This design comes from an exercise in tuning for small area, a short achievable clock period and few clock cycles on the open sky130 flow, not from production work. Function was checked by simulation only, so behaviour that the tests miss may differ from the original. No activity file was given, so power comes from the tool's default toggle rates.

$ cat flow/flow/run.sh
#!/bin/bash
# The standard ORFS flow (the standard.sh, unchanged synthesis), with:
#  - ports buffered with the smallest buffer instead of the default choice
#  - clock tree built from larger clusters, without dummy loads
#  - the constant outputs driven from one shared tie cell
set -euo pipefail
export BUFFER_PORTS_ARGS="-buffer_cell sky130_fd_sc_hd__buf_1"
export CTS_ARGS="-sink_clustering_enable -repair_clock_nets -dont_use_dummy_load -sink_clustering_size 30 -sink_clustering_max_diameter 80 -buf_list {sky130_fd_sc_hd__clkbuf_4 sky130_fd_sc_hd__clkbuf_8 sky130_fd_sc_hd__clkbuf_16}"
bash standard.sh floorplan > standard_floorplan.log 2>&1
R=orfs/results/sky130hd/udp_bridge_top/base
printf 'read_db %s\nsource flow/share_ties.tcl\nwrite_db %s\n' $R/2_floorplan.odb $R/2_floorplan.odb > share_ties_run.tcl
openroad -no_init -exit share_ties_run.tcl > share_ties.log 2>&1
bash standard.sh finish > standard.log 2>&1
$ cat flow/flow/share_ties.tcl
# Drive every constant output from one tie cell: the HI pin of the first
# sky130 conb drives all tie-high nets' loads and its LO pin all tie-low loads;
# the other tie cells are removed.
set db [ord::get_db]
set block [ord::get_db_block]
set hi_net ""
set lo_net ""
set keep ""
set removed 0
foreach inst [$block getInsts] {
  if {[[$inst getMaster] getName] ne "sky130_fd_sc_hd__conb_1"} { continue }
  if {$keep eq ""} { set keep $inst }
}
if {$keep eq ""} { puts "share_ties: no tie cells"; return }
foreach it [$keep getITerms] {
  set n [$it getNet]
  set p [[$it getMTerm] getName]
  if {$p eq "HI"} { if {$n eq "NULL"} { set n [odb::dbNet_create $block "tie_hi_shared"]; $it connect $n }; set hi_net $n }
  if {$p eq "LO"} { if {$n eq "NULL"} { set n [odb::dbNet_create $block "tie_lo_shared"]; $it connect $n }; set lo_net $n }
}
foreach inst [$block getInsts] {
  if {[[$inst getMaster] getName] ne "sky130_fd_sc_hd__conb_1"} { continue }
  if {$inst eq $keep} { continue }
  foreach it [$inst getITerms] {
    set n [$it getNet]
    if {$n eq "NULL"} { continue }
    set p [[$it getMTerm] getName]
    if {$p eq "HI"} { set to $hi_net } elseif {$p eq "LO"} { set to $lo_net } else { continue }
    foreach bt [$n getBTerms] { $bt connect $to }
    foreach lit [$n getITerms] { if {[$lit getInst] ne $inst} { $lit connect $to } }
    $it disconnect
    odb::dbNet_destroy $n
  }
  odb::dbInst_destroy $inst
  incr removed
}
puts "share_ties: removed $removed tie cells; HI loads [llength [$hi_net getBTerms]]+[expr {[llength [$hi_net getITerms]]-1}], LO loads [llength [$lo_net getBTerms]]+[expr {[llength [$lo_net getITerms]]-1}]"
$ cat flow/standard.sh
#!/bin/bash
# synth_recipe.tcl (not shown) runs the flow's synth.tcl, then flattens the netlist and writes it again
# the make line also repeats each setting of config.mk as NAME=value (left out here)
make -C /OpenROAD-flow-scripts/flow DESIGN_CONFIG=/design/flow/config.mk WORK_HOME=/design/flow/orfs CLKGATE_MAP_FILE= SYNTH_SCRIPT=/design/flow/synth_recipe.tcl "${@:-finish}"
$ cat flow/config.mk
export PLATFORM = sky130hd
export DESIGN_NAME = udp_bridge_top
export DESIGN_NICKNAME = udp_bridge_top
export VERILOG_FILES = /design/flow/design.v
export SDC_FILE = /design/flow/constraint.sdc
export NUM_CORES = 4
export LEC_CHECK = 0
export ABC_AREA = 1
export CAP_MARGIN = 20
export CORE_AREA = 2 2 220 220
export DIE_AREA = 0 0 222 222
export SETUP_SLACK_MARGIN = 2.6
export SLEW_MARGIN = 20
$ cat flow/constraint.sdc
create_clock -name core_clock -period 5.0 [get_ports {clk}]
set_input_delay 1.0000 -clock core_clock [delete_from_list [all_inputs] [get_ports {clk}]]
set_output_delay 1.0000 -clock core_clock [all_outputs]
set_load 0.01 [all_outputs]
$ cat flow/design.v
package udp_bridge_pkg;
	typedef logic [63:0] stream_data_t;
	typedef logic [7:0]  stream_keep_t;
	typedef logic [47:0] mac_addr_t;
	typedef logic [31:0] ip_addr_t;
	typedef logic [15:0] udp_port_t;
	typedef enum logic [1:0] {
		RX_IDLE,                            
		RX_PASS,                            
		RX_DROP                             
	} rx_state_e;
	typedef enum logic {
		TX_IDLE,                            
		TX_DATA                             
	} tx_state_e;
	localparam mac_addr_t DEF_LOCAL_MAC  = 48'hba0203040506;
	localparam ip_addr_t  DEF_LOCAL_IP   = 32'hc0a8006f;     
	localparam ip_addr_t  DEF_BCAST_IP   = 32'hc0a800ff;     
	localparam udp_port_t DEF_LOCAL_PORT = 16'd10086;        
	localparam mac_addr_t BCAST_MAC      = 48'hffffffffffff;
endpackage
`timescale 1ns/100ps
`timescale 1ns/100ps
`timescale 1ns/100ps
`timescale 1ns/100ps
module udp_bridge_top #(
	parameter udp_bridge_pkg::mac_addr_t LOCAL_MAC       = udp_bridge_pkg::DEF_LOCAL_MAC,
	parameter udp_bridge_pkg::ip_addr_t  LOCAL_IP        = udp_bridge_pkg::DEF_LOCAL_IP,
	parameter udp_bridge_pkg::ip_addr_t  BCAST_IP        = udp_bridge_pkg::DEF_BCAST_IP,
	parameter udp_bridge_pkg::udp_port_t LOCAL_PORT      = udp_bridge_pkg::DEF_LOCAL_PORT,
	parameter int                        FIFO_ADDR_WIDTH = 4
) (
	input  logic                         clk,
	input  logic                         rst_n,
	input  logic                         tx_axis_tvalid,
	output logic                         tx_axis_tready,
	input  udp_bridge_pkg::stream_data_t tx_axis_tdata,
	input  udp_bridge_pkg::stream_keep_t tx_axis_tkeep,
	input  logic                         tx_axis_tlast,
	output logic                         rx_axis_tvalid,
	input  logic                         rx_axis_tready,
	output udp_bridge_pkg::stream_data_t rx_axis_tdata,
	output udp_bridge_pkg::stream_keep_t rx_axis_tkeep,
	output logic                         rx_axis_tlast,
	output logic                         udp_tx_tvalid,
	output logic                         udp_tx_tlast,
	output udp_bridge_pkg::stream_keep_t udp_tx_tkeep,
	output udp_bridge_pkg::stream_data_t udp_tx_tdata,
	output udp_bridge_pkg::mac_addr_t    udp_tx_mac_src,
	output udp_bridge_pkg::mac_addr_t    udp_tx_mac_dest,
	output udp_bridge_pkg::ip_addr_t     udp_tx_ip_src,
	output udp_bridge_pkg::ip_addr_t     udp_tx_ip_dest,
	output udp_bridge_pkg::udp_port_t    udp_tx_port_src,
	output udp_bridge_pkg::udp_port_t    udp_tx_port_dest,
	input  logic                         udp_tx_tready,
	input  logic                         udp_rx_tvalid,
	input  logic                         udp_rx_tlast,
	input  udp_bridge_pkg::stream_keep_t udp_rx_tkeep,
	input  udp_bridge_pkg::stream_data_t udp_rx_tdata,
	input  udp_bridge_pkg::mac_addr_t    udp_rx_mac_src,
	input  udp_bridge_pkg::ip_addr_t     udp_rx_ip_src,
	input  udp_bridge_pkg::ip_addr_t     udp_rx_ip_dest,
	input  udp_bridge_pkg::udp_port_t    udp_rx_port_src,
	input  udp_bridge_pkg::udp_port_t    udp_rx_port_dest,
	output logic                         udp_rx_tready
);
	logic        rx_v;
	logic [72:0] rx_q;
	logic        rx_in_pkt;       
	logic        rx_acc_q;        
	logic        accept;
	logic        pass;
	logic        rx_xfer;
	logic        rx_first_acc;
	assign accept = (udp_rx_port_dest == LOCAL_PORT) &&
	                ((udp_rx_ip_dest == LOCAL_IP) || (udp_rx_ip_dest == BCAST_IP));
	assign pass   = rx_in_pkt ? rx_acc_q : accept;
	assign udp_rx_tready = !rx_v || rx_axis_tready;
	assign rx_xfer       = udp_rx_tvalid && udp_rx_tready;
	assign rx_first_acc  = rx_xfer && !rx_in_pkt && accept;
	always_ff @(posedge clk or negedge rst_n) begin
		if (!rst_n) begin
			rx_v      <= 1'b0;
			rx_in_pkt <= 1'b0;
			rx_acc_q  <= 1'b0;
		end else begin
			if (udp_rx_tready)
				rx_v <= rx_xfer && pass;
			if (rx_xfer) begin
				rx_in_pkt <= !udp_rx_tlast;
				rx_acc_q  <= pass;
			end
		end
	end
	always_ff @(posedge clk) begin
		if (udp_rx_tready)
			rx_q <= {udp_rx_tlast, udp_rx_tkeep, udp_rx_tdata};
	end
	assign rx_axis_tvalid = rx_v;
	assign {rx_axis_tlast, rx_axis_tkeep, rx_axis_tdata} = rx_q;
	udp_bridge_pkg::mac_addr_t peer_mac;
	udp_bridge_pkg::ip_addr_t  peer_ip;
	udp_bridge_pkg::udp_port_t peer_port;
	always_ff @(posedge clk or negedge rst_n) begin
		if (!rst_n) begin
			peer_mac  <= udp_bridge_pkg::BCAST_MAC;
			peer_ip   <= BCAST_IP;
			peer_port <= LOCAL_PORT;
		end else if (rx_first_acc) begin
			peer_mac  <= udp_rx_mac_src;
			peer_ip   <= udp_rx_ip_src;
			peer_port <= udp_rx_port_src;
		end
	end
	logic        tx_v;            
	logic        tx_hide;         
	logic [72:0] tx_q;
	logic        tx_in_pkt;       
	logic        tx_first_push;
	udp_bridge_pkg::mac_addr_t hdr_mac;
	udp_bridge_pkg::ip_addr_t  hdr_ip;
	udp_bridge_pkg::udp_port_t hdr_port;
	assign tx_axis_tready = !tx_v || (udp_tx_tready && !tx_hide);
	assign tx_first_push  = tx_axis_tvalid && tx_axis_tready && !tx_in_pkt;
	always_ff @(posedge clk or negedge rst_n) begin
		if (!rst_n) begin
			tx_v      <= 1'b0;
			tx_hide   <= 1'b0;
			tx_in_pkt <= 1'b0;
		end else begin
			if (tx_axis_tready)
				tx_v <= tx_axis_tvalid;
			tx_hide <= (tx_first_push || tx_hide) && rx_first_acc;
			if (tx_axis_tvalid && tx_axis_tready)
				tx_in_pkt <= !tx_axis_tlast;
		end
	end
	always_ff @(posedge clk) begin
		if (tx_axis_tready)
			tx_q <= {tx_axis_tlast, tx_axis_tkeep, tx_axis_tdata};
	end
	always_ff @(posedge clk) begin
		if (tx_first_push || tx_hide) begin
			hdr_mac  <= peer_mac;
			hdr_ip   <= peer_ip;
			hdr_port <= peer_port;
		end
	end
	assign udp_tx_tvalid = tx_v && !tx_hide;
	assign {udp_tx_tlast, udp_tx_tkeep, udp_tx_tdata} = tx_q;
	assign udp_tx_mac_src   = LOCAL_MAC;
	assign udp_tx_ip_src    = LOCAL_IP;
	assign udp_tx_port_src  = LOCAL_PORT;
	assign udp_tx_mac_dest  = hdr_mac;
	assign udp_tx_ip_dest   = hdr_ip;
	assign udp_tx_port_dest = hdr_port;
endmodule
==> flow_metrics.env, run 1 <==
export IMPL_cp_startpoint="udp_tx_tready"
export IMPL_clk_pin_slew_worst_paths_ns=0.11
export IMPL_grt_pass1_wl_microns=54100
export IMPL_track_usage_pct=14.7
export IMPL_fin_crit_sh_pct=48.0
export IMPL_cts_max_level=1
export IMPL_drtIter0Drc=602
export IMPL_cp_end_kind="primary output"
export IMPL_rows=79
export IMPL_slew_viol_final=0
export IMPL_hp_class="reg2reg"
export IMPL_netlist_area_sq_um=12300
export IMPL_grt_max_degree=100
export IMPL_ys_ff_latch=344
export IMPL_gp_congestion=0.846
export IMPL_wire_per_inst_microns=19.6
export IMPL_antenna_found_initial=14
export IMPL_timing_fmax_mhz=416
export IMPL_p_leak_nw=5.66
export IMPL_dpl_cell_count=1866
export IMPL_area_growth_pct=22.6
export IMPL_drv_cap=0
export IMPL_final_util_pct=32.4
export IMPL_final_cell_mix="buf_1 (535), edfxtp_1 (242), nand2_1 (208), nand3_1 (100), dfstp_2 (69)"
export IMPL_final_setup_viol_count=0
export IMPL_fin_cells=1906
export IMPL_firstDrtPassIters=7
export IMPL_critPathCapture="tx_axis_tready"
export IMPL_grt_pass1_vias=8234
export IMPL_vias=8070
export IMPL_final_common_cell="buf_1"
export IMPL_r2r_end="hdr_ip[15]"
export IMPL_reg2reg_from="tx_hide"
export IMPL_core_sq_um=46800
export IMPL_synth_area_leaders="edfxtp_1 (59%), dfstp_2 (15%), dfrtp_1 (6.7%)"
export IMPL_ys_types=19
export IMPL_dpl_hpwl_microns=27400
export IMPL_antenna_left=0
export IMPL_r2r_cells=7
export IMPL_yosysTopAreaCellShare_pct=58.9
export IMPL_nNetsFinal=1594
export IMPL_cp_arrival_ns=1.40
export IMPL_clkLatencyLatePin_ns=0.57
export IMPL_worst_slew_pin_transition_ns=0.822
export IMPL_synth_warnings=1
export IMPL_die_width_microns=222
export IMPL_reg2reg_slack_ns=2.71
export IMPL_cts_buffers=23
export IMPL_skew_ns=0.0732
export IMPL_cts_num_sinks=344
export IMPL_floorplan_initialDensity_pct=26.4
export IMPL_finalSetupTns_ns=0
export IMPL_hold_depth=0
export IMPL_syn_avg_cell_area_sq_um=14.7
export IMPL_hold_path_startpoint="peer_ip[30]"
export IMPL_grt_overflow_total=0
export IMPL_startpoint_type="primary input"
export IMPL_critical_path_required_ns=4.00
export IMPL_fillers=4710
export IMPL_cts_tree="built"
export IMPL_wirelength_microns=37300
export IMPL_vdd_ir_drop_max_mv=0.233
export IMPL_drc_errors=0
export IMPL_routed_via_density=4.23
export IMPL_hold_viol_final=0
export IMPL_port_buffers=541
export IMPL_die_y_microns=222
export IMPL_fin_crit_ns=2.40
export IMPL_drive_gt1_share_pct=10.2
export IMPL_outcome="complete, no violations"
export IMPL_power_density_nw_per_um2=355
export IMPL_yosys_area_top_type="edfxtp_1"
export IMPL_root_buffer="clkbuf_16"
export IMPL_synthCells=837
export IMPL_hold_buffers=0
export IMPL_relSlewSlack_pct=45.0
export IMPL_ys_seq_area_share_pct=80.3
export IMPL_finalPower_mw=5.37
export IMPL_design_die_area_sq_um=49300
export IMPL_top_level_ports=638
export IMPL_rsz0062_at_grt="yes"
export IMPL_worst_setup_path_type="in2out"
export IMPL_critPathMaxFanout=3
export IMPL_cts_path_max_buffers=3
-- cell type report --
cell class | count | area, sq um | share of cell area [%]
multi-input combinational | 354 | 1610 | 10.6
antenna | 4 | 10.0 | 0.0661
timing repair buffer | 557 | 2200 | 14.5
sequential | 344 | 9910 | 65.5
tap | 607 | 759 | 5.02
clock buffer | 23 | 576 | 3.80
inverter | 17 | 68.8 | 0.455
-- critical path, cell delays in order --
cell and delay, ns:
buf_2 0.13, nand2_8 0.07, nand2_8 0.06, buf_2 0.14
-- power by group --
group,internal [mW],switching (mW)
clock,0.813,0.900
combinational,0.120,0.296
sequential,3.20,0.0432
-- through the flow --
step	setup slack (ns)	instance area (sq um)	hold slack [ns]
2_1_floorplan	1.44	12800	0.425
3_3_place_gp	1.75	14400	0.433
3_5_place_dp	1.69	14400	0.432
4_1_cts	2.55	15100	0.425
5_1_grt	2.56	15100	0.437
6_report	2.60	15100	0.439
-- synth_stat cells --
master and instances:
clkbuf_1 3, buf_6 2, inv_2 1, nor2_1 25, nand4_1 3, inv_1 16, dfstp_2 69, nor2_4 2
xnor2_1 1, dfrtp_1 33, nand2_1 211, nand2_2 3, buf_4 105, edfxtp_1 242, o21ai_0 3, buf_1 5
conb_1 2, nand3_1 100, buf_2 11
-- registers in the layout, summed over array words and instances, names as in the netlist --
signal and cells:
hdr_mac 48, rx_q 73, tx_hide 1, peer_mac 48, peer_port 16, rx_v 1, rx_in_pkt 1, hdr_ip 32
tx_in_pkt 1, hdr_port 16, tx_v 1, peer_ip 32, rx_acc_q 1, tx_q 73
-- logic make-up after synthesis --
| group | Yosys count | synth area share [%] |
|---|---|---|
| AOI/OAI and AO/OA | 3 | 0.122 |
| xor gates and xnor gates | 1 | 0.0710 |
| other | 2 | 0.0608 |
| and+or+nand+nor | 344 | 11.7 |
| buffers and inverters | 143 | 7.77 |
| DFF | 344 | 80.3 |
-- worst min path at each step --
stage,to,slack [ns]
4_1_cts,peer_ip[25],0.42
6_report,hdr_ip[30],0.44
5_1_grt,hdr_ip[30],0.44
3_5_place_dp,hdr_port[12],0.43
3_3_place_gp,hdr_ip[22],0.43
2_1_floorplan,hdr_ip[10],0.43
-- per-layer routing --
layer	share of wire, %	global-route usage [%]	wire [microns]	vias to the layer above
met4	2.8	3.88	1030	16
met3	7.9	4.65	2960	70
met2	51	26.5	19200	433
met1	38	16.7	14000	3886
met5	0.27	0	101	-
li1	-	-	-	3665
-- what timing repair did --
action / in CTS / in global routing
setup buffers: 7 / 1
resized for setup: 10 / 5
cloned: 5 / 0
pin swaps: 2 / 2
endpoints found under the setup margin: 157 / 99
Testbench counts, summed over its fixed seeds: cycles 8,841.
==> inputs of run 2 (changes only) <==
--- a/flow/flow/run.sh
+++ b/flow/flow/run.sh
@@ -6,4 +6,5 @@
 set -euo pipefail
 export BUFFER_PORTS_ARGS="-buffer_cell sky130_fd_sc_hd__buf_1"
+export PLACE_PINS_ARGS="-min_distance 1 -min_distance_in_tracks"
 export CTS_ARGS="-sink_clustering_enable -repair_clock_nets -dont_use_dummy_load -sink_clustering_size 30 -sink_clustering_max_diameter 80 -buf_list {sky130_fd_sc_hd__clkbuf_4 sky130_fd_sc_hd__clkbuf_8 sky130_fd_sc_hd__clkbuf_16}"
 bash standard.sh floorplan > standard_floorplan.log 2>&1
--- a/flow/config.mk
+++ b/flow/config.mk
@@ -6,8 +6,7 @@
 export NUM_CORES = 4
 export LEC_CHECK = 0
-export ABC_AREA = 1
 export CAP_MARGIN = 20
-export CORE_AREA = 2 2 220 220
-export DIE_AREA = 0 0 222 222
+export CORE_AREA = 2 2 158 158
+export DIE_AREA = 0 0 160 160
 export SETUP_SLACK_MARGIN = 2.6
 export SLEW_MARGIN = 20
==> flow_metrics.env, run 2 <==
export IMPL_outcome="complete, no violations"
export IMPL_ys_seq_area_share_pct=82.3
export IMPL_rows=57
export IMPL_synth_main_ff_cell="edfxtp_1"
export IMPL_critPathBufInv=2
export IMPL_comb_power_share_pct=7.3
export IMPL_design_die_area_sq_um=25600
export IMPL_p_int_mw=3.84
export IMPL_cp_end_kind="flip-flop"
export IMPL_area_growth_pct=20.8
export IMPL_clock_power_share_pct=27.2
export IMPL_startpoint_type="primary input"
export IMPL_slew_viol_final=0
export IMPL_track_usage_pct=22.1
export IMPL_syn_avg_cell_area_sq_um=20.5
export IMPL_ys_types=26
export IMPL_cp_arrival_ns=2.88
export IMPL_die_width_microns=160
export IMPL_root_buffer="clkbuf_16"
export IMPL_power_density_nw_per_um2=338
export IMPL_final_cell_mix="buf_1 (537), edfxtp_1 (242), mux2_2 (89), dfstp_2 (69), dfrtp_1 (33)"
export IMPL_finalSetupTns_ns=0
export IMPL_reg2reg_from="rx_v"
export IMPL_top_level_ports=638
export IMPL_crit_slowest_cell="or4_4"
export IMPL_critical_path_required_ns=5.39
export IMPL_cts_buffers=15
export IMPL_seq_area_sq_um=9910
export IMPL_routed_via_density=5.02
export IMPL_clkLatencyLatePin_ns=0.50
export IMPL_yosys_area_top_type="edfxtp_1"
export IMPL_hp_class="reg2reg"
export IMPL_firstDrtPassIters=4
export IMPL_hold_path_startpoint="peer_port[15]"
export IMPL_drtIter0Drc=490
export IMPL_p_sw_share_pct=21.8
export IMPL_crit_chain="buf_1, nand2b_4, nand2_4, or4_4, or4_4, buf_12, mux2_2"
export IMPL_slowest_delay_ns=0.55
export IMPL_worst_setup_path_type="in2reg"
export IMPL_final_common_cell="buf_1"
export IMPL_reg2reg_slack_ns=2.67
export IMPL_synth_area_leaders="edfxtp_1 (60%), dfstp_2 (15%), mux2_2 (8.3%)"
export IMPL_dpl_cell_count=1350
export IMPL_fin_crit_ns=2.48
export IMPL_die_y_microns=160
export IMPL_port_buffers=541
export IMPL_rsz0062_at_grt="yes"
export IMPL_relSlewSlack_pct=39.0
export IMPL_skew_ns=0.0392
export IMPL_drive_gt1_share_pct=20.9
export IMPL_wirelength_microns=29300
export IMPL_grt_pass1_vias=6958
export IMPL_gp_congestion=0.938
export IMPL_cpMostUsedCell="or4_4"
export IMPL_core_sq_um=24100
export IMPL_antenna_found_initial=4
export IMPL_ys_ff_latch=344
export IMPL_antenna_left=0
export IMPL_nNetsFinal=1358
export IMPL_critPathMaxFanout=36
export IMPL_grt_pass1_wl_microns=42400
export IMPL_synthCells=586
export IMPL_r2r_cells=6
export IMPL_r2r_end="peer_port[12]"
export IMPL_cts_max_level=1
export IMPL_synth_warnings=1
export IMPL_netlist_area_sq_um=12000
export IMPL_seqPwrFrac_pct=65.5
export IMPL_p_switching_mw=1.07
export IMPL_synthArstFlopShare_pct=29.7
export IMPL_final_setup_viol_count=0
export IMPL_p_leak_nw=5.32
export IMPL_reg_top3="rx_q (73), tx_q (73)"
export IMPL_fin_cells=1389
export IMPL_dpl_hpwl_microns=20500
export IMPL_drv_cap=0
export IMPL_ys_top_cells_by_count="edfxtp_1 (242), buf_4 (96), mux2_2 (89)"
export IMPL_vias=6968
export IMPL_fin_crit_sh_pct=49.6
export IMPL_synth_edff_count=242
export IMPL_floorplan_initialDensity_pct=49.9
export IMPL_cts_num_sinks=344
export IMPL_critical_path_top_delay_family="simple AND/OR/NAND/NOR gates"
export IMPL_cts_tree="built"
export IMPL_cts_path_max_buffers=3
export IMPL_multi_input_area_sq_um=1490
export IMPL_hold_depth=0
export IMPL_drc_errors=0
export IMPL_timing_fmax_mhz=403
export IMPL_grt_max_degree=75
export IMPL_wire_per_inst_microns=21.1
export IMPL_yosysMostFrequentCell="edfxtp_1"
export IMPL_fillers=1937
export IMPL_whs_endpoint="hdr_port[15]"
export IMPL_yosysTopAreaCellShare_pct=60.4
export IMPL_vdd_ir_drop_max_mv=0.300
export IMPL_grt_overflow_total=0
export IMPL_clk_pin_slew_worst_paths_ns=0.11
export IMPL_worst_slew_pin_transition_ns=0.915
export IMPL_hold_buffers=0
export IMPL_hold_viol_final=0
run 2: changes by cell type after synthesis, sizes merged, moves of 4 or more:
cell,previous run,this run
nand2,214,8
mux2,0,96
nand3,100,4
inv,17,1
buf,123,107
nor4b,0,4
nor2,27,0
run 2: worst max-delay path by stage:
| stage | startpoint | to | slack, ns | cells past startpoint |
|---|---|---|---|---|
| 6_report | rx_axis_tready | peer_port[12] | 2.52 | 7 |
| 5_1_grt | rx_axis_tready | peer_port[12] | 2.50 | 7 |
| 4_1_cts | rx_axis_tready | peer_port[12] | 2.47 | 7 |
| 3_5_place_dp | rx_axis_tready | peer_port[12] | 1.45 | 7 |
| 3_3_place_gp | rx_axis_tready | peer_port[14] | 1.46 | 7 |
| 2_1_floorplan | udp_tx_tready | hdr_ip[0] | 0.41 | 4 |
run 2: power by group through the flow:
stage	logic [mW]	clock network, mW	registers [mW]
2_1_floorplan	0.127	0	3.34
3_3_place_gp	0.354	0	3.27
3_5_place_dp	0.355	0	3.28
4_1_cts	0.359	1.38	3.22
5_1_grt	0.390	1.47	3.23
6_report	0.360	1.33	3.22
run 2: cell families (layout without fill, tap and decap cells):
| family | count (synthesis) | count (layout) | share of synthesized area, % |
|---|---|---|---|
| AO/OA/AOI/OAI | 5 | 6 | 0.229 |
| XOR/XNOR | 1 | 1 | 0.0728 |
| buffers and inverters | 108 | 575 | 6.58 |
| flip-flops | 344 | 344 | 82.3 |
| multiplexers | 96 | 96 | 9.20 |
| other | 2 | 7 | 0.0624 |
| AND/OR/NAND/NOR | 30 | 36 | 1.54 |
run 2: what timing repair did:
action,4_1_cts,5_1_grt
pin swaps,10,11
resized for setup,29,4
setup endpoints to repair,117,117
buffers inserted,6,2
cloned,9,1
run 2: layer usage:
| metal | track usage, % | vias to the layer above | part of all wire [%] |
|---|---|---|---|
| met5 | 0 | - | 0 |
| met4 | 16.3 | 0 | 7.6 |
| met3 | 6.34 | 133 | 8.6 |
| met2 | 36.7 | 433 | 49 |
| met1 | 24.5 | 3386 | 34 |
| li1 | - | 3016 | - |
run 2: layout make-up:
cell class	instances	area share, %
Inverter	1	0.0775
Sequential cell	344	68.1
Clock buffer	15	2.58
Timing Repair Buffer	559	16.1
Tap cell	324	2.79
Antenna cell	6	0.103
Multi-Input combinational cell	140	10.2
run 2: per-stage QoR:
step	total power [mW]	area (sq um)	hold WS, ns	utilization (%)	worst slack (ns)
CTS	4.96	14500	0.420	60.0	2.47
global placement	3.63	13800	0.423	57.2	1.46
finish	4.91	14500	0.429	60.3	2.52
detailed placement	3.63	13800	0.428	57.2	1.45
floorplan	3.47	12500	0.419	-	0.411
global route	5.09	14500	0.425	60.3	2.50
==> inputs of run 3 (changes only) <==
--- a/flow/config.mk
+++ b/flow/config.mk
@@ -6,4 +6,5 @@
 export NUM_CORES = 4
 export LEC_CHECK = 0
+export ABC_AREA = 1
 export CAP_MARGIN = 20
 export CORE_AREA = 2 2 158 158
==> flow_metrics.env, run 3 <==
export IMPL_ys_ff_latch=344
export IMPL_nNetsFinal=1581
export IMPL_synth_warnings=1
export IMPL_top_level_ports=638
export IMPL_p_switching_mw=1.11
export IMPL_clock_power_share_pct=27.5
export IMPL_cts_num_sinks=344
export IMPL_drc_errors=0
export IMPL_syn_avg_cell_area_sq_um=14.7
export IMPL_clkLatencyLatePin_ns=0.50
export IMPL_outcome="complete, no violations"
export IMPL_worst_setup_path_type="in2out"
export IMPL_finalPower_mw=5.00
export IMPL_p_int_mw=3.89
export IMPL_critical_path_required_ns=4.00
export IMPL_antenna_found_initial=4
export IMPL_dpl_hpwl_microns=21400
export IMPL_drtIter0Drc=582
export IMPL_critPathMaxFanout=3
export IMPL_port_buffers=541
export IMPL_cts_buffers=16
export IMPL_cp_end_kind="primary output"
export IMPL_slew_viol_final=0
export IMPL_antenna_left=0
export IMPL_netlist_area_sq_um=12300
export IMPL_final_cell_mix="buf_1 (536), edfxtp_1 (242), nand2_1 (208), nand3_1 (100), dfstp_2 (69)"
export IMPL_timing_fmax_mhz=420
export IMPL_root_buffer="clkbuf_16"
export IMPL_fin_cells=1612
export IMPL_ys_types=19
export IMPL_worst_slack_ns=2.62
export IMPL_rows=57
export IMPL_final_util_pct=60.3
export IMPL_synth_main_ff_cell="edfxtp_1"
export IMPL_drive_gt1_share_pct=9.20
export IMPL_yosys_area_top_type="edfxtp_1"
export IMPL_fillers=2067
export IMPL_track_usage_pct=23.0
export IMPL_grt_pass1_vias=7758
export IMPL_dpl_cell_count=1580
export IMPL_firstDrtPassIters=4
export IMPL_grt_overflow_total=0
export IMPL_cts_max_level=1
export IMPL_gp_congestion=0.913
export IMPL_hold_buffers=0
export IMPL_seqPwrFrac_pct=64.6
export IMPL_comb_power_share_pct=7.9
export IMPL_critPathBufInv=2
export IMPL_die_y_microns=160
export IMPL_fin_crit_ns=2.38
export IMPL_cts_path_max_buffers=3
export IMPL_rsz0062_at_grt="no"
export IMPL_power_density_nw_per_um2=344
export IMPL_ys_seq_area_share_pct=80.3
export IMPL_fin_crit_sh_pct=47.6
export IMPL_cts_tree="built"
export IMPL_hp_class="reg2reg"
export IMPL_critical_path_top_delay_family="buffers and inverters"
export IMPL_p_leak_nw=5.54
export IMPL_design_die_area_sq_um=25600
export IMPL_core_sq_um=24100
export IMPL_drv_cap=0
export IMPL_yosysTopAreaCellShare_pct=58.9
export IMPL_cp_arrival_ns=1.38
export IMPL_grt_pass1_wl_microns=45500
export IMPL_yosysMostFrequentCell="edfxtp_1"
export IMPL_finalSetupTns_ns=0
export IMPL_synth_edff_count=242
export IMPL_vdd_ir_drop_max_mv=0.265
export IMPL_slowest_delay_ns=0.13
export IMPL_hold_viol_final=0
export IMPL_floorplan_initialDensity_pct=51.2
export IMPL_cpMostUsedCell="nand2_8"
export IMPL_wire_per_inst_microns=18.9
export IMPL_preCtsSetupSlack_ns=1.71
export IMPL_relSlewSlack_pct=36.5
export IMPL_grt_max_degree=100
export IMPL_skew_ns=0.0356
export IMPL_final_common_cell="buf_1"
export IMPL_reg_top3="rx_q (73), tx_q (73)"
export IMPL_crit_slowest_cell="buf_4"
export IMPL_ys_top_cells_by_count="edfxtp_1 (242), nand2_1 (211), buf_4 (105)"
export IMPL_final_setup_viol_count=0
export IMPL_synthCells=837
export IMPL_clk_pin_slew_worst_paths_ns=0.11
export IMPL_vias=7985
export IMPL_startpoint_type="primary input"
export IMPL_synthArstFlopShare_pct=29.7
export IMPL_die_width_microns=160
export IMPL_worst_slew_pin_transition_ns=0.952
export IMPL_p_sw_share_pct=22.2
export IMPL_synth_area_leaders="edfxtp_1 (59%), dfstp_2 (15%), dfrtp_1 (6.7%)"
export IMPL_crit_chain="buf_4, nand2_8, nand2_8, buf_6"
export IMPL_routed_via_density=4.95
export IMPL_wirelength_microns=30500
export IMPL_area_growth_pct=17.8
## run 3: changes by cell type after synthesis, sizes merged, moves of 3 or more
| cell | delta |
|---|---|
| nand3 | +96 |
| nor4b | -4 |
| clkbuf | +3 |
| buf | +16 |
| nor4 | -3 |
| nor2 | +27 |
| inv | +16 |
| mux2 | -96 |
| nand2 | +206 |
## run 3: kinds of logic after synthesis
family	after synthesis	share of synthesized area (%)
AOI/OAI and AO/OA	3	0.122
buffers and inverters	143	7.77
xor gates and xnor gates	1	0.0710
DFF	344	80.3
other	2	0.0608
and+or+nand+nor	344	11.7
## run 3: final cells by class
| cell class | count | area [sq um] | area share [%] |
|---|---|---|---|
| antenna | 6 | 15.0 | 0.103 |
| clock buffer | 16 | 400 | 2.75 |
| inverter | 17 | 66.3 | 0.456 |
| multi-input combinational | 354 | 1610 | 11.1 |
| sequential | 344 | 9910 | 68.1 |
| tap | 324 | 405 | 2.79 |
| timing repair buffer | 551 | 2140 | 14.7 |
## run 3: power groups by stage
| stage | clock network [mW] | logic, mW | registers [mW] |
|---|---|---|---|
| after floorplan | 0 | 0.138 | 3.37 |
| after global placement | 0 | 0.382 | 3.29 |
| after detailed placement | 0 | 0.385 | 3.30 |
| after CTS | 1.42 | 0.394 | 3.24 |
| after global routing | 1.52 | 0.427 | 3.25 |
| final | 1.37 | 0.395 | 3.23 |
## run 3: path summary, 6_finish.rpt
check                               from        endpoint  slack [ns]  depth (start not counted)
setup / recovery           udp_tx_tready  tx_axis_tready        2.62                          4
hold / removal              peer_port[4]     hdr_port[4]        0.43                          0
setup reg to reg                 tx_hide      hdr_mac[1]        2.90                          7
hold reg to reg             peer_port[4]     hdr_port[4]        0.43                          0
max in group asynchronous          rst_n     peer_mac[5]        3.20                          2
min in group asynchronous          rst_n     peer_ip[28]        0.69                          1
## run 3: repair_timing
action	4_1_cts	5_1_grt
setup buffers	4	1
pin swaps	3	0
setup endpoints to repair	181	141
gates resized for setup	9	5
cloned	5	0
## run 3: per-layer routing
metal	part of all wire, %	vias to the layer above	global-route usage, %
met3	11	110	8.26
met1	37	3774	28.7
met4	5.4	2	12.1
li1	-	3640	-
met5	0.043	-	0
met2	47	459	35.8
## run 3: per-stage QoR
step / instance area, sq um / hold WS (ns)
2_1_floorplan: 12800 / 0.425
3_3_place_gp: 14000 / 0.430
3_5_place_dp: 14000 / 0.430
4_1_cts: 14500 / 0.426
5_1_grt: 14500 / 0.444
6_report: 14500 / 0.426
==> inputs of run 4 (changes only) <==
--- a/flow/config.mk
+++ b/flow/config.mk
@@ -8,6 +8,6 @@
 export ABC_AREA = 1
 export CAP_MARGIN = 20
-export CORE_AREA = 2 2 158 158
-export DIE_AREA = 0 0 160 160
+export CORE_AREA = 2 2 143 143
+export DIE_AREA = 0 0 145 145
 export SETUP_SLACK_MARGIN = 2.6
 export SLEW_MARGIN = 20
==> flow_metrics.env, run 4 <==
export IMPL_startpoint_type="primary input"
export IMPL_netlist_area_sq_um=12300
export IMPL_vias=8180
export IMPL_vdd_ir_drop_max_mv=0.322
export IMPL_r2r_end="peer_port[10]"
export IMPL_wire_per_inst_microns=20.3
export IMPL_synth_top_family_by_area="simple AND/OR/NAND/NOR gates"
export IMPL_cts_path_max_buffers=3
export IMPL_clk_pin_slew_worst_paths_ns=0.11
export IMPL_yosysTopAreaCellShare_pct=58.9
export IMPL_drc_errors=0
export IMPL_fillers=1391
export IMPL_yosysMostFrequentCell="edfxtp_1"
export IMPL_fin_cells=1555
export IMPL_die_width_microns=145
export IMPL_critPathCapture="tx_axis_tready"
export IMPL_synthCells=837
export IMPL_final_setup_viol_count=0
export IMPL_p_int_mw=3.86
export IMPL_design_die_area_sq_um=21000
export IMPL_r2r_cells=9
export IMPL_routed_via_density=5.26
export IMPL_p_leak_nw=5.56
export IMPL_reg2reg_from="rx_v"
export IMPL_grt_overflow_total=0
export IMPL_gp_congestion=0.952
export IMPL_root_buffer="clkbuf_16"
export IMPL_synth_simple_area_share_pct=11.7
export IMPL_syn_avg_cell_area_sq_um=14.7
export IMPL_worst_setup_path_type="in2out"
export IMPL_ys_seq_area_share_pct=80.3
export IMPL_grt_pass1_vias=7954
export IMPL_hold_ws_ns=0.456
export IMPL_drv_cap=0
export IMPL_critPathMaxFanout=2
export IMPL_nNetsFinal=1582
export IMPL_cp_arrival_ns=1.38
export IMPL_port_buffers=541
export IMPL_fin_crit_ns=2.38
export IMPL_cp_startpoint="udp_tx_tready"
export IMPL_finalSetupTns_ns=0
export IMPL_drive_gt1_share_pct=9.20
export IMPL_area_growth_pct=17.2
export IMPL_p_sw_share_pct=22.2
export IMPL_antenna_left=0
export IMPL_cts_max_level=1
export IMPL_drtIter0Drc=609
export IMPL_rsz0062_at_grt="no"
export IMPL_antenna_found_initial=6
export IMPL_floorplan_initialDensity_pct=63.4
export IMPL_synth_edff_count=242
export IMPL_reg2reg_slack_ns=2.82
export IMPL_dpl_cell_count=1520
export IMPL_critical_path_required_ns=4.00
export IMPL_top_level_ports=638
export IMPL_track_usage_pct=29.7
export IMPL_synth_area_leaders="edfxtp_1 (59%), dfstp_2 (15%), dfrtp_1 (6.7%)"
export IMPL_core_sq_um=19500
export IMPL_timing_fmax_mhz=420
export IMPL_cp_end_kind="primary output"
export IMPL_yosys_area_top_type="edfxtp_1"
export IMPL_hold_viol_final=0
export IMPL_final_common_cell="buf_1"
export IMPL_cts_tree="built"
export IMPL_cts_num_sinks=344
export IMPL_reg_top3="rx_q (73), tx_q (73)"
export IMPL_clkLatencyLatePin_ns=0.50
export IMPL_synthArstFlopShare_pct=29.7
export IMPL_ys_types=19
export IMPL_synthAdderAreaFrac_pct=0
export IMPL_firstDrtPassIters=6
export IMPL_dpl_hpwl_microns=22500
export IMPL_skew_ns=0.0253
export IMPL_grt_pass1_wl_microns=47600
export IMPL_outcome="complete, no violations"
export IMPL_place_area_sq_um=13900
export IMPL_slew_viol_final=0
export IMPL_power_density_nw_per_um2=343
export IMPL_wirelength_microns=31600
export IMPL_p_switching_mw=1.10
export IMPL_muxShareOfSynthArea_pct=0
export IMPL_ys_ff_latch=344
export IMPL_rows=51
export IMPL_cts_buffers=15
export IMPL_grt_max_degree=100
export IMPL_final_cell_mix="buf_1 (537), edfxtp_1 (242), nand2_1 (208), nand3_1 (100), dfstp_2 (69)"
export IMPL_relSlewSlack_pct=41.4
export IMPL_hp_class="reg2reg"
export IMPL_seqPwrFrac_pct=65.2
export IMPL_fin_area_sq_um=14500
export IMPL_ys_top_cells_by_count="edfxtp_1 (242), nand2_1 (211), buf_4 (105)"
export IMPL_clock_power_share_pct=26.7
export IMPL_synth_xor_area_share_pct=0.0710
export IMPL_worst_slew_pin_transition_ns=0.878
export IMPL_synth_warnings=1
export IMPL_fin_crit_sh_pct=47.7
export IMPL_synth_compound_area_share_pct=0.122
export IMPL_die_y_microns=145
export IMPL_comb_power_share_pct=8.1
export IMPL_synth_main_ff_cell="edfxtp_1"
==> run 4: cell counts after synthesis <==
Identical to the previous run, type by type.
==> run 4: repair_timing <==
| action | CTS | global route |
|---|---|---|
| pin swaps | 2 | 1 |
| gates cloned | 5 | 0 |
| endpoints found under the setup margin | 101 | 73 |
| hold buffers | 0 | 0 |
| buffers inserted | 5 | 2 |
| resized for setup | 7 | 4 |
==> run 4: area by class of cell <==
class                      count  area (sq um)  area share, %
inverter                      17          63.8          0.441
clock buffer                  15           375           2.59
tap                          265           332           2.29
timing repair buffer         553          2170           15.0
sequential                   344          9910           68.5
multi-input combinational    354          1600           11.1
antenna                        7          17.5          0.121
==> run 4: logic make-up after synthesis <==
family / count (synthesis)
xor+xnor: 1
buf+inv: 143
simple gates: 344
flops: 344
other cells: 2
compound gates: 3
==> run 4: per-layer routing <==
layer  wire length [microns]  global-route usage, %  part of all wire [%]  up-vias
li1                        -                      -                     -     3639
met1                   11000                   35.7                    35     3882
met2                   14600                   44.4                    46      516
met3                    4140                   13.5                    13      141
met4                    1910                   17.8                   6.1        2
met5                      11                  0.476                 0.035        -
==> run 4: per-stage QoR <==
stage / utilization [%] / power [mW] / worst slack [ns]
3_3_place_gp: 71.5 / 3.67 / 1.77
5_1_grt: 74.3 / 5.12 / 2.61
6_report: 74.3 / 4.96 / 2.62
4_1_cts: 74.0 / 4.98 / 2.53
3_5_place_dp: 71.5 / 3.68 / 1.73
2_1_floorplan: - / 3.51 / 1.44
==> run 4: worst max-delay path: stages <==
cell and delay [ns]:
buf_2 0.13, nand2_8 0.07, nand2_8 0.06, buf_6 0.12
==> run 4: worst min path at each step <==
stage	startpoint	end	slack (ns)	cells past startpoint
3_3_place_gp	peer_port[7]	hdr_port[7]	0.43	0
5_1_grt	peer_port[11]	hdr_port[11]	0.47	0
6_report	peer_port[15]	hdr_port[15]	0.46	0
3_5_place_dp	peer_port[15]	hdr_port[15]	0.43	0
4_1_cts	peer_ip[26]	hdr_ip[26]	0.45	0
2_1_floorplan	peer_ip[10]	hdr_ip[10]	0.43	0
==> run 4: power by group through the flow <==
stage	clock, mW	sequential (mW)	combinational [mW]
2_1_floorplan	0	3.37	0.138
3_3_place_gp	0	3.29	0.384
3_5_place_dp	0	3.30	0.385
4_1_cts	1.35	3.24	0.394
5_1_grt	1.44	3.25	0.432
6_report	1.32	3.23	0.401
==> inputs of run 5 (changes only) <==
--- a/flow/flow/run.sh
+++ b/flow/flow/run.sh
@@ -7,5 +7,5 @@
 export BUFFER_PORTS_ARGS="-buffer_cell sky130_fd_sc_hd__buf_1"
 export PLACE_PINS_ARGS="-min_distance 1 -min_distance_in_tracks"
-export CTS_ARGS="-sink_clustering_enable -repair_clock_nets -dont_use_dummy_load -sink_clustering_size 30 -sink_clustering_max_diameter 80 -buf_list {sky130_fd_sc_hd__clkbuf_4 sky130_fd_sc_hd__clkbuf_8 sky130_fd_sc_hd__clkbuf_16}"
+export CTS_ARGS="-sink_clustering_enable -repair_clock_nets -dont_use_dummy_load -sink_clustering_size 36 -sink_clustering_max_diameter 60 -buf_list {sky130_fd_sc_hd__clkbuf_4 sky130_fd_sc_hd__clkbuf_8 sky130_fd_sc_hd__clkbuf_16}"
 bash standard.sh floorplan > standard_floorplan.log 2>&1
 R=orfs/results/sky130hd/udp_bridge_top/base
==> flow_metrics.env, run 5 <==
export IMPL_outcome="complete, no violations"
export IMPL_reg2reg_from="rx_v"
export IMPL_synthCells=837
export IMPL_antenna_found_initial=6
export IMPL_ys_ff_latch=344
export IMPL_fillers=1387
export IMPL_rows=51
export IMPL_fin_crit_sh_pct=47.6
export IMPL_critPathMaxFanout=2
export IMPL_critical_path_required_ns=4.00
export IMPL_vdd_ir_drop_max_mv=0.348
export IMPL_critPathCapture="tx_axis_tready"
export IMPL_power_density_nw_per_um2=349
export IMPL_r2r_end="peer_mac[15]"
export IMPL_wirelength_microns=31700
export IMPL_vias=8241
export IMPL_slowest_delay_ns=0.13
export IMPL_ys_top_cells_by_count="edfxtp_1 (242), nand2_1 (211), buf_4 (105)"
export IMPL_cts_buffers=18
export IMPL_hold_viol_final=0
export IMPL_place_area_sq_um=13900
export IMPL_drv_cap=0
export IMPL_ys_types=19
export IMPL_cts_tree="built"
export IMPL_root_buffer="clkbuf_16"
export IMPL_cts_max_level=1
export IMPL_clkLatencyLatePin_ns=0.52
export IMPL_drtIter0Drc=523
export IMPL_drive_gt1_share_pct=9.41
export IMPL_die_y_microns=145
export IMPL_firstDrtPassIters=8
export IMPL_gp_congestion=0.952
export IMPL_synth_area_leaders="edfxtp_1 (59%), dfstp_2 (15%), dfrtp_1 (6.7%)"
export IMPL_synthArstFlopShare_pct=29.7
export IMPL_rsz0062_at_grt="no"
export IMPL_synth_main_ff_cell="edfxtp_1"
export IMPL_port_buffers=541
export IMPL_track_usage_pct=29.8
export IMPL_core_sq_um=19500
export IMPL_yosys_area_top_type="edfxtp_1"
export IMPL_timing_fmax_mhz=420
export IMPL_routed_via_density=5.30
export IMPL_cpMostUsedCell="nand2_8"
export IMPL_ys_seq_area_share_pct=80.3
export IMPL_grt_pass1_vias=7943
export IMPL_dpl_hpwl_microns=22500
export IMPL_fin_area_sq_um=14500
export IMPL_worst_slew_pin_transition_ns=0.883
export IMPL_hold_path_startpoint="peer_ip[26]"
export IMPL_startpoint_type="primary input"
export IMPL_netlist_area_sq_um=12300
export IMPL_die_width_microns=145
export IMPL_syn_avg_cell_area_sq_um=14.7
export IMPL_drc_errors=0
export IMPL_nNetsFinal=1585
export IMPL_synth_warnings=1
export IMPL_floorplan_initialDensity_pct=63.4
export IMPL_cts_path_max_buffers=3
export IMPL_wire_per_inst_microns=20.3
export IMPL_cts_num_sinks=344
export IMPL_fin_crit_ns=2.38
export IMPL_cp_arrival_ns=1.38
export IMPL_design_die_area_sq_um=21000
export IMPL_final_cell_mix="buf_1 (537), edfxtp_1 (242), nand2_1 (208), nand3_1 (100), dfstp_2 (69)"
export IMPL_cp_end_kind="primary output"
export IMPL_skew_ns=0.0468
export IMPL_synth_edff_count=242
export IMPL_clk_pin_slew_worst_paths_ns=0.11
export IMPL_final_setup_viol_count=0
export IMPL_finalSetupTns_ns=0
export IMPL_antenna_left=0
export IMPL_grt_overflow_total=0
export IMPL_multi_input_area_sq_um=1600
export IMPL_reg2reg_slack_ns=2.85
export IMPL_slew_viol_final=0
export IMPL_hp_class="reg2reg"
export IMPL_r2r_cells=9
export IMPL_relSlewSlack_pct=41.1
export IMPL_p_leak_nw=5.59
export IMPL_final_common_cell="buf_1"
export IMPL_crit_slowest_cell="buf_2"
export IMPL_grt_max_degree=100
export IMPL_yosysTopAreaCellShare_pct=58.9
export IMPL_cp_startpoint="udp_tx_tready"
export IMPL_worst_setup_path_type="in2out"
export IMPL_yosysMostFrequentCell="edfxtp_1"
export IMPL_grt_pass1_wl_microns=47700
export IMPL_seq_area_sq_um=9910
export IMPL_reg_top3="rx_q (73), tx_q (73)"
export IMPL_area_growth_pct=17.8
export IMPL_top_level_ports=638
export IMPL_final_util_pct=74.7
export IMPL_crit_chain="buf_2, nand2_8, nand2_8, buf_6"
export IMPL_hold_buffers=0
-- run 5: cell count changes in the layout (fill, tap and decap cells not counted), sizes merged --
cell / previous run / this run
clkbuf: 16 / 19
diode: 7 / 5
-- run 5: worst min path at each step --
stage | to | slack, ns | cells after the start
after floorplan | hdr_ip[10] | 0.43 | 0
after CTS | hdr_ip[26] | 0.40 | 0
final | hdr_ip[26] | 0.41 | 0
after detailed placement | hdr_port[15] | 0.43 | 0
after global placement | hdr_port[7] | 0.43 | 0
after global routing | hdr_ip[26] | 0.43 | 0
-- run 5: final cells by class --
type,count,area share (%)
flip-flops and latches,344,68.1
repair buffers,553,14.9
multi-input cells,354,11.0
clock buffers,18,3.10
well taps,265,2.28
inverters,17,0.456
diodes,5,0.0860
-- run 5: cells by family (layout without fill, tap and decap cells) --
group	count (synthesis)	after routing	share of synthesized area (%)
flip-flops	344	344	80.3
AND/OR/NAND/NOR	344	349	11.7
buffers and inverters	143	588	7.77
AO/OA/AOI/OAI	3	3	0.122
other	2	6	0.0608
XOR/XNOR	1	1	0.0710
-- run 5: report_power, final --
part           switching (mW)  internal, mW
clock network           0.791         0.646
logic                   0.286         0.116
registers              0.0344          3.20
-- run 5: stage by stage --
step | std cells | hold WS, ns | worst slack (ns) | power [mW]
2_1_floorplan | 931 | 0.425 | 1.44 | 3.51
3_3_place_gp | 1520 | 0.429 | 1.77 | 3.67
3_5_place_dp | 1520 | 0.432 | 1.73 | 3.68
4_1_cts | 1547 | 0.399 | 2.54 | 5.10
5_1_grt | 1553 | 0.432 | 2.61 | 5.24
6_report | 1556 | 0.406 | 2.62 | 5.07
-- run 5: repair_timing --
action,in CTS,in global routing
endpoints found under the setup margin,106,82
pin swaps,2,1
gates resized for setup,8,4
setup buffers,4,3
gates cloned,5,0
-- run 5: worst max-delay path, delay by kind of cell --
kind / cells / cell delay (ns)
and+or+nand+nor: 2 / 0.13
buffers and inverters: 2 / 0.25
-- run 5: per-layer routing --
layer	wire, microns	vias to the layer above	track usage [%]
li1	-	3647	-
met1	10900	3906	36.5
met2	14600	534	44.7
met3	4160	150	12.9
met4	1910	4	17.0
met5	31	-	0.476
==> inputs of run 6 (changes only) <==
--- a/flow/design.v
+++ b/flow/design.v
@@ -102,4 +102,10 @@
 	udp_bridge_pkg::ip_addr_t  peer_ip;
 	udp_bridge_pkg::udp_port_t peer_port;
+	udp_bridge_pkg::mac_addr_t peer_mac_n;
+	udp_bridge_pkg::ip_addr_t  peer_ip_n;
+	udp_bridge_pkg::udp_port_t peer_port_n;
+	assign peer_mac_n  = rx_first_acc ? udp_rx_mac_src  : peer_mac;
+	assign peer_ip_n   = rx_first_acc ? udp_rx_ip_src   : peer_ip;
+	assign peer_port_n = rx_first_acc ? udp_rx_port_src : peer_port;
 	always_ff @(posedge clk or negedge rst_n) begin
 		if (!rst_n) begin
@@ -107,29 +113,24 @@
 			peer_ip   <= BCAST_IP;
 			peer_port <= LOCAL_PORT;
-		end else if (rx_first_acc) begin
-			peer_mac  <= udp_rx_mac_src;
-			peer_ip   <= udp_rx_ip_src;
-			peer_port <= udp_rx_port_src;
+		end else begin
+			peer_mac  <= peer_mac_n;
+			peer_ip   <= peer_ip_n;
+			peer_port <= peer_port_n;
 		end
 	end
-	logic        tx_v;            
-	logic        tx_hide;         
+	logic        tx_v;
 	logic [72:0] tx_q;
 	logic        tx_in_pkt;       
-	logic        tx_first_push;
 	udp_bridge_pkg::mac_addr_t hdr_mac;
 	udp_bridge_pkg::ip_addr_t  hdr_ip;
 	udp_bridge_pkg::udp_port_t hdr_port;
-	assign tx_axis_tready = !tx_v || (udp_tx_tready && !tx_hide);
-	assign tx_first_push  = tx_axis_tvalid && tx_axis_tready && !tx_in_pkt;
+	assign tx_axis_tready = !tx_v || udp_tx_tready;
 	always_ff @(posedge clk or negedge rst_n) begin
 		if (!rst_n) begin
 			tx_v      <= 1'b0;
-			tx_hide   <= 1'b0;
 			tx_in_pkt <= 1'b0;
 		end else begin
 			if (tx_axis_tready)
 				tx_v <= tx_axis_tvalid;
-			tx_hide <= (tx_first_push || tx_hide) && rx_first_acc;
 			if (tx_axis_tvalid && tx_axis_tready)
 				tx_in_pkt <= !tx_axis_tlast;
@@ -141,11 +142,11 @@
 	end
 	always_ff @(posedge clk) begin
-		if (tx_first_push || tx_hide) begin
-			hdr_mac  <= peer_mac;
-			hdr_ip   <= peer_ip;
-			hdr_port <= peer_port;
+		if (tx_axis_tready && !tx_in_pkt) begin
+			hdr_mac  <= peer_mac_n;
+			hdr_ip   <= peer_ip_n;
+			hdr_port <= peer_port_n;
 		end
 	end
-	assign udp_tx_tvalid = tx_v && !tx_hide;
+	assign udp_tx_tvalid = tx_v;
 	assign {udp_tx_tlast, udp_tx_tkeep, udp_tx_tdata} = tx_q;
 	assign udp_tx_mac_src   = LOCAL_MAC;
--- a/flow/flow/run.sh
+++ b/flow/flow/run.sh
@@ -6,6 +6,5 @@
 set -euo pipefail
 export BUFFER_PORTS_ARGS="-buffer_cell sky130_fd_sc_hd__buf_1"
-export PLACE_PINS_ARGS="-min_distance 1 -min_distance_in_tracks"
-export CTS_ARGS="-sink_clustering_enable -repair_clock_nets -dont_use_dummy_load -sink_clustering_size 36 -sink_clustering_max_diameter 60 -buf_list {sky130_fd_sc_hd__clkbuf_4 sky130_fd_sc_hd__clkbuf_8 sky130_fd_sc_hd__clkbuf_16}"
+export CTS_ARGS="-sink_clustering_enable -repair_clock_nets -dont_use_dummy_load -sink_clustering_size 30 -sink_clustering_max_diameter 80 -buf_list {sky130_fd_sc_hd__clkbuf_4 sky130_fd_sc_hd__clkbuf_8 sky130_fd_sc_hd__clkbuf_16}"
 bash standard.sh floorplan > standard_floorplan.log 2>&1
 R=orfs/results/sky130hd/udp_bridge_top/base
--- a/flow/config.mk
+++ b/flow/config.mk
@@ -6,8 +6,7 @@
 export NUM_CORES = 4
 export LEC_CHECK = 0
-export ABC_AREA = 1
 export CAP_MARGIN = 20
-export CORE_AREA = 2 2 143 143
-export DIE_AREA = 0 0 145 145
+export CORE_AREA = 2 2 220 220
+export DIE_AREA = 0 0 222 222
 export SETUP_SLACK_MARGIN = 2.6
 export SLEW_MARGIN = 20
==> flow_metrics.env, run 6 <==
export IMPL_outcome="complete, no violations"
export IMPL_r2r_end="hdr_ip[18]"
export IMPL_cts_tree="built"
export IMPL_vdd_ir_drop_max_mv=0.258
export IMPL_hold_viol_final=0
export IMPL_rsz0062_at_grt="yes"
export IMPL_worst_slew_pin_transition_ns=0.926
export IMPL_antenna_found_initial=9
export IMPL_reg2reg_from="rx_v"
export IMPL_worst_setup_path_type="in2reg"
export IMPL_whs_endpoint="peer_port[3]"
export IMPL_startpoint_type="primary input"
export IMPL_power_density_nw_per_um2=343
export IMPL_final_setup_viol_count=0
export IMPL_ys_top_cells_by_count="edfxtp_1 (242), buf_4 (96), mux2_2 (78)"
export IMPL_ys_ff_latch=343
export IMPL_design_die_area_sq_um=49300
export IMPL_hold_depth=1
export IMPL_grt_overflow_total=0
export IMPL_gp_congestion=1.01
export IMPL_area_growth_pct=26.4
export IMPL_synth_simple_area_share_pct=1.63
export IMPL_routed_via_density=4.11
export IMPL_yosys_area_top_type="edfxtp_1"
export IMPL_firstDrtPassIters=4
export IMPL_drc_errors=0
export IMPL_floorplan_initialDensity_pct=25.8
export IMPL_port_buffers=541
export IMPL_synth_edff_count=242
export IMPL_track_usage_pct=14.2
export IMPL_die_y_microns=222
export IMPL_drv_cap=0
export IMPL_fin_area_sq_um=15200
export IMPL_slew_viol_final=0
export IMPL_hp_class="reg2reg"
export IMPL_cts_num_sinks=343
export IMPL_cp_end_kind="flip-flop"
export IMPL_reg_top3="rx_q (73), tx_q (73)"
export IMPL_cts_buffers=20
export IMPL_cp_startpoint="udp_rx_port_dest[15]"
export IMPL_wire_per_inst_microns=21.8
export IMPL_antenna_left=0
export IMPL_ys_seq_area_share_pct=82.0
export IMPL_finalSetupTns_ns=0
export IMPL_synth_area_leaders="edfxtp_1 (60%), dfstp_2 (15%), mux2_2 (7.3%)"
export IMPL_yosysMostFrequentCell="edfxtp_1"
export IMPL_worst_slack_ns=2.36
export IMPL_dpl_hpwl_microns=27700
export IMPL_synthAdderAreaFrac_pct=0
export IMPL_die_width_microns=222
export IMPL_clkLatencyLatePin_ns=0.55
export IMPL_final_common_cell="buf_1"
export IMPL_relSlewSlack_pct=38.3
export IMPL_place_area_sq_um=14200
export IMPL_synthCells=580
export IMPL_timing_fmax_mhz=379
export IMPL_root_buffer="clkbuf_16"
export IMPL_critical_path_required_ns=5.27
export IMPL_final_cell_mix="buf_1 (536), edfxtp_1 (242), mux2_2 (77), dfstp_2 (69), dfrtp_1 (32)"
export IMPL_clk_pin_slew_worst_paths_ns=0.09
export IMPL_crit_slowest_cell="nor4_4"
export IMPL_synth_top_family_by_area="multiplexers"
export IMPL_cts_path_max_buffers=3
export IMPL_ys_types=29
export IMPL_synthArstFlopShare_pct=29.4
export IMPL_core_sq_um=46800
export IMPL_slowest_delay_ns=0.51
export IMPL_skew_ns=0.0607
export IMPL_muxShareOfSynthArea_pct=9.50
export IMPL_cp_arrival_ns=2.91
export IMPL_drive_gt1_share_pct=22.4
export IMPL_synth_main_ff_cell="edfxtp_1"
export IMPL_vias=6915
export IMPL_preCtsSetupSlack_ns=1.30
export IMPL_synth_xor_area_share_pct=0.0727
export IMPL_drtIter0Drc=287
export IMPL_crit_chain="buf_6, nor4bb_4, nand3_2, nor4_4, nand3_4, buf_12, clkbuf_16, mux2_2"
export IMPL_grt_pass1_wl_microns=50700
export IMPL_synth_compound_area_share_pct=0.177
export IMPL_synth_warnings=1
export IMPL_fin_crit_sh_pct=52.8
export IMPL_r2r_cells=8
export IMPL_fin_crit_ns=2.64
export IMPL_p_leak_nw=5.57
export IMPL_reg2reg_slack_ns=2.77
export IMPL_critPathMaxFanout=11
export IMPL_cts_max_level=1
export IMPL_netlist_area_sq_um=12000
export IMPL_grt_max_degree=71
export IMPL_nNetsFinal=1372
export IMPL_wirelength_microns=36700
export IMPL_rows=79
export IMPL_yosysTopAreaCellShare_pct=60.3
export IMPL_grt_pass1_vias=7185
export IMPL_hold_buffers=0
export IMPL_top_level_ports=638
export IMPL_hold_path_startpoint="peer_port[3]"
export IMPL_syn_avg_cell_area_sq_um=20.8
[run 6: changes by cell type after synthesis, moves of 7 or more]
| cell | previous run | this run |
|---|---|---|
| mux2_2 | 0 | 78 |
| nand3_1 | 100 | 4 |
| nand2_1 | 211 | 4 |
| inv_1 | 16 | 0 |
| nor2_1 | 25 | 2 |
| buf_2 | 11 | 4 |
| buf_4 | 105 | 96 |
| mux2_4 | 0 | 17 |
[run 6: routing by layer]
metal	global-route usage [%]	share of wire (%)	wire [microns]	vias to the layer above
met5	0	0.18	66	-
met4	3.16	1.5	559	12
met3	6.57	11	4120	50
met2	24.1	49	18000	395
met1	16.4	38	14000	3444
li1	-	-	-	3014
[run 6: how the worst max path moves through the flow]
stage / to / depth (start not counted)
global placement: hdr_port[7] / 7
floorplan: hdr_ip[0] / 2
finish: hdr_ip[18] / 8
global route: hdr_mac[43] / 8
detailed placement: hdr_port[13] / 7
CTS: udp_rx_tready / 4
[run 6: cell type report]
type                       count  area (sq um)
sequential                   343          9880
tap                          607           759
antenna                        3          7.51
clock buffer                  20           500
fill                        4666         31500
timing repair buffer         579          2600
multi-input combinational    131          1470
[run 6: metrics by stage]
stage                     hold WS, ns  util, %  instances  power [mW]
final                           0.493     32.6       1683        5.23
after CTS                       0.497     32.2       1669        5.30
after global routing            0.513     32.5       1681        5.43
after detailed placement        0.478     30.4       1635        3.71
after floorplan                 0.465        -        674        3.50
after global placement          0.476     30.4       1635        3.71
[run 6: kinds of logic after synthesis]
| family | after synthesis |
|---|---|
| flops | 343 |
| simple gates | 28 |
| other cells | 2 |
| compound gates | 4 |
| mux | 96 |
| buf+inv | 106 |
| xor+xnor | 1 |
[run 6: worst max-delay path: cells and delay by family]
family        cells  cell delay, ns
mux               1            0.29
simple gates      4            1.11
buf+inv           3            0.50
[run 6: repair_timing]
action	4_1_cts	5_1_grt
setup buffers	8	9
pin swaps	4	4
gates cloned	6	2
resized for setup	30	9
setup endpoints to repair	262	193
[run 6: report_power, final]
part           leakage, nW  switching [mW]  total, mW  internal [mW]
Combinational         1.73           0.290      0.409          0.119
Clock                0.246           0.858       1.57          0.714
Sequential            3.59          0.0490       3.25           3.20
Testbench counts of run 6, summed over its fixed seeds: cycles 8,840.
==> inputs of run 7 (changes only) <==
--- a/flow/config.mk
+++ b/flow/config.mk
@@ -6,4 +6,5 @@
 export NUM_CORES = 4
 export LEC_CHECK = 0
+export ABC_CLOCK_PERIOD_IN_PS = 300
 export CAP_MARGIN = 20
 export CORE_AREA = 2 2 220 220
==> flow_metrics.env, run 7 <==
export IMPL_yosysTopAreaCellShare_pct=60.3
export IMPL_synthArstFlopShare_pct=29.4
export IMPL_die_y_microns=222
export IMPL_final_setup_viol_count=0
export IMPL_rows=79
export IMPL_slowest_delay_ns=0.51
export IMPL_cp_arrival_ns=2.91
export IMPL_wire_per_inst_microns=21.8
export IMPL_design_die_area_sq_um=49300
export IMPL_drtIter0Drc=287
export IMPL_floorplan_initialDensity_pct=25.8
export IMPL_drv_cap=0
export IMPL_ys_top_cells_by_count="edfxtp_1 (242), buf_4 (96), mux2_2 (78)"
export IMPL_die_width_microns=222
export IMPL_worst_setup_path_type="in2reg"
export IMPL_netlist_area_sq_um=12000
export IMPL_finalSetupTns_ns=0
export IMPL_gp_congestion=1.01
export IMPL_finalPower_mw=5.23
export IMPL_hold_buffers=0
export IMPL_fin_crit_sh_pct=52.8
export IMPL_drive_gt1_share_pct=22.4
export IMPL_p_leak_nw=5.57
export IMPL_dpl_hpwl_microns=27700
export IMPL_power_density_nw_per_um2=343
export IMPL_vias=6915
export IMPL_clk_pin_slew_worst_paths_ns=0.09
export IMPL_drc_errors=0
export IMPL_timing_fmax_mhz=379
export IMPL_root_buffer="clkbuf_16"
export IMPL_port_buffers=541
export IMPL_preCtsSetupSlack_ns=1.30
export IMPL_routed_via_density=4.11
export IMPL_cts_path_max_buffers=3
export IMPL_critical_path_required_ns=5.27
export IMPL_nNetsFinal=1372
export IMPL_clkLatencyLatePin_ns=0.55
export IMPL_ys_ff_latch=343
export IMPL_crit_chain="buf_6, nor4bb_4, nand3_2, nor4_4, nand3_4, buf_12, clkbuf_16, mux2_2"
export IMPL_ys_types=29
export IMPL_vdd_ir_drop_max_mv=0.258
export IMPL_antenna_left=0
export IMPL_critPathMaxFanout=11
export IMPL_top_level_ports=638
export IMPL_worst_slew_pin_transition_ns=0.926
export IMPL_antenna_found_initial=9
export IMPL_area_growth_pct=26.4
export IMPL_cts_num_sinks=343
export IMPL_reg2reg_slack_ns=2.77
export IMPL_grt_overflow_total=0
export IMPL_final_cell_mix="buf_1 (536), edfxtp_1 (242), mux2_2 (77), dfstp_2 (69), dfrtp_1 (32)"
export IMPL_ys_seq_area_share_pct=82.0
export IMPL_track_usage_pct=14.2
export IMPL_relSlewSlack_pct=38.3
export IMPL_cp_end_kind="flip-flop"
export IMPL_yosys_area_top_type="edfxtp_1"
export IMPL_cts_max_level=1
export IMPL_firstDrtPassIters=4
export IMPL_synth_area_leaders="edfxtp_1 (60%), dfstp_2 (15%), mux2_2 (7.3%)"
export IMPL_reg_top3="rx_q (73), tx_q (73)"
export IMPL_synth_edff_count=242
export IMPL_fillers=4666
export IMPL_yosysMostFrequentCell="edfxtp_1"
export IMPL_synth_warnings=1
export IMPL_wirelength_microns=36700
export IMPL_skew_ns=0.0607
export IMPL_core_sq_um=46800
export IMPL_final_util_pct=32.6
export IMPL_grt_pass1_wl_microns=50700
export IMPL_hold_viol_final=0
export IMPL_rsz0062_at_grt="yes"
export IMPL_synth_main_ff_cell="edfxtp_1"
export IMPL_hold_ws_ns=0.493
export IMPL_outcome="complete, no violations"
export IMPL_grt_pass1_vias=7185
export IMPL_fin_crit_ns=2.64
export IMPL_startpoint_type="primary input"
export IMPL_synthCells=580
export IMPL_syn_avg_cell_area_sq_um=20.8
export IMPL_crit_slowest_cell="nor4_4"
export IMPL_hp_class="reg2reg"
export IMPL_worst_slack_ns=2.36
export IMPL_cts_tree="built"
export IMPL_grt_max_degree=71
export IMPL_cts_buffers=20
export IMPL_slew_viol_final=0
export IMPL_final_common_cell="buf_1"
## run 7: cell counts in the layout (fill, tap and decap cells not counted)
Identical to the previous run, type by type.
## run 7: path summary, 6_finish.rpt
kind                                            from             to  cells after the start
worst max-delay path            udp_rx_port_dest[15]     hdr_ip[18]                      8
worst min-delay path                    peer_port[3]   peer_port[3]                      1
worst max register to register                  rx_v     hdr_ip[18]                      8
worst min register to register          peer_port[3]   peer_port[3]                      1
max in group asynchronous                      rst_n  peer_port[12]                      2
min in group asynchronous                      rst_n   peer_port[3]                      2
## run 7: layout make-up
type                            instances  area (sq um)  share of cell area [%]
Antenna cell                            3          7.51                  0.0493
Sequential cell                       343          9880                    64.9
Multi-Input combinational cell        131          1470                    9.65
Timing Repair Buffer                  579          2600                    17.1
Tap cell                              607           759                    4.99
Clock buffer                           20           500                    3.29
## run 7: cell families after synthesis
| logic type | after synthesis | synth area share, % |
|---|---|---|
| compound gates | 4 | 0.177 |
| xor+xnor | 1 | 0.0727 |
| buf+inv | 106 | 6.52 |
| flops | 343 | 82.0 |
| mux | 96 | 9.50 |
| other cells | 2 | 0.0623 |
| simple gates | 28 | 1.63 |
## run 7: what timing repair did
item | 4_1_cts | 5_1_grt
resized for setup | 30 | 9
cloned | 6 | 2
pin swaps | 4 | 4
buffers inserted | 8 | 9
endpoints found under the setup margin | 262 | 193
## run 7: worst max-delay path, delay by kind of cell
kind	cells	cell delay [ns]
and+or+nand+nor	4	1.11
buffers and inverters	3	0.50
muxes	1	0.29
## run 7: where the power goes
group | switching [mW] | total, mW | internal, mW
sequential | 0.0490 | 3.25 | 3.20
clock | 0.858 | 1.57 | 0.714
combinational | 0.290 | 0.409 | 0.119
total | 1.20 | 5.23 | 4.03
## run 7: layer usage
layer	vias up	share of wire, %	GRT usage, %
met3	50	11	6.57
met4	12	1.5	3.16
li1	3014	-	-
met5	-	0.18	0
met1	3444	38	16.4
met2	395	49	24.1
## run 7: per-stage QoR
stage / cells / area [sq um]
after floorplan: 674 / 12500
after global placement: 1635 / 14200
after detailed placement: 1635 / 14200
after CTS: 1669 / 15100
after global routing: 1681 / 15200
final: 1683 / 15200

[re-timing with driven ports]
How much do the figures lean on ideal ports? The routed layouts below were timed once more, with nothing changed but the port constraints. Step 1: set_driving_cell puts a clkbuf_16 on clk and a buf_2 on each other input, an assumption about the parent block. Step 2, shift: input delay + t, output delay - t, t = (earliest + latest rising clock arrival at the registers) / 2. This alone moves slack from input paths to output paths. a / b / c = ideal / step 1 / step 2; a / b = the first two.
run	shift t [ns]	setup slack, ns	worst register clock-pin slew, ns
run 1	0.587	2.598 / 2.575 / 2.073	0.11 / 0.11
run 2	0.528	2.519 / 2.489 / 1.997	0.11 / 0.11
run 3	0.524	2.618 / 2.565 / 2.284	0.11 / 0.11
run 4	0.525	2.617 / 2.550 / 2.204	0.11 / 0.11
run 5	0.538	2.618 / 2.547 / 2.218	0.12 / 0.12
run 6	0.565	2.359 / 2.380 / 1.815	0.11 / 0.11
run 7	0.565	2.359 / 2.380 / 1.815	0.11 / 0.11
After both steps setup and hold are still met in every run listed.
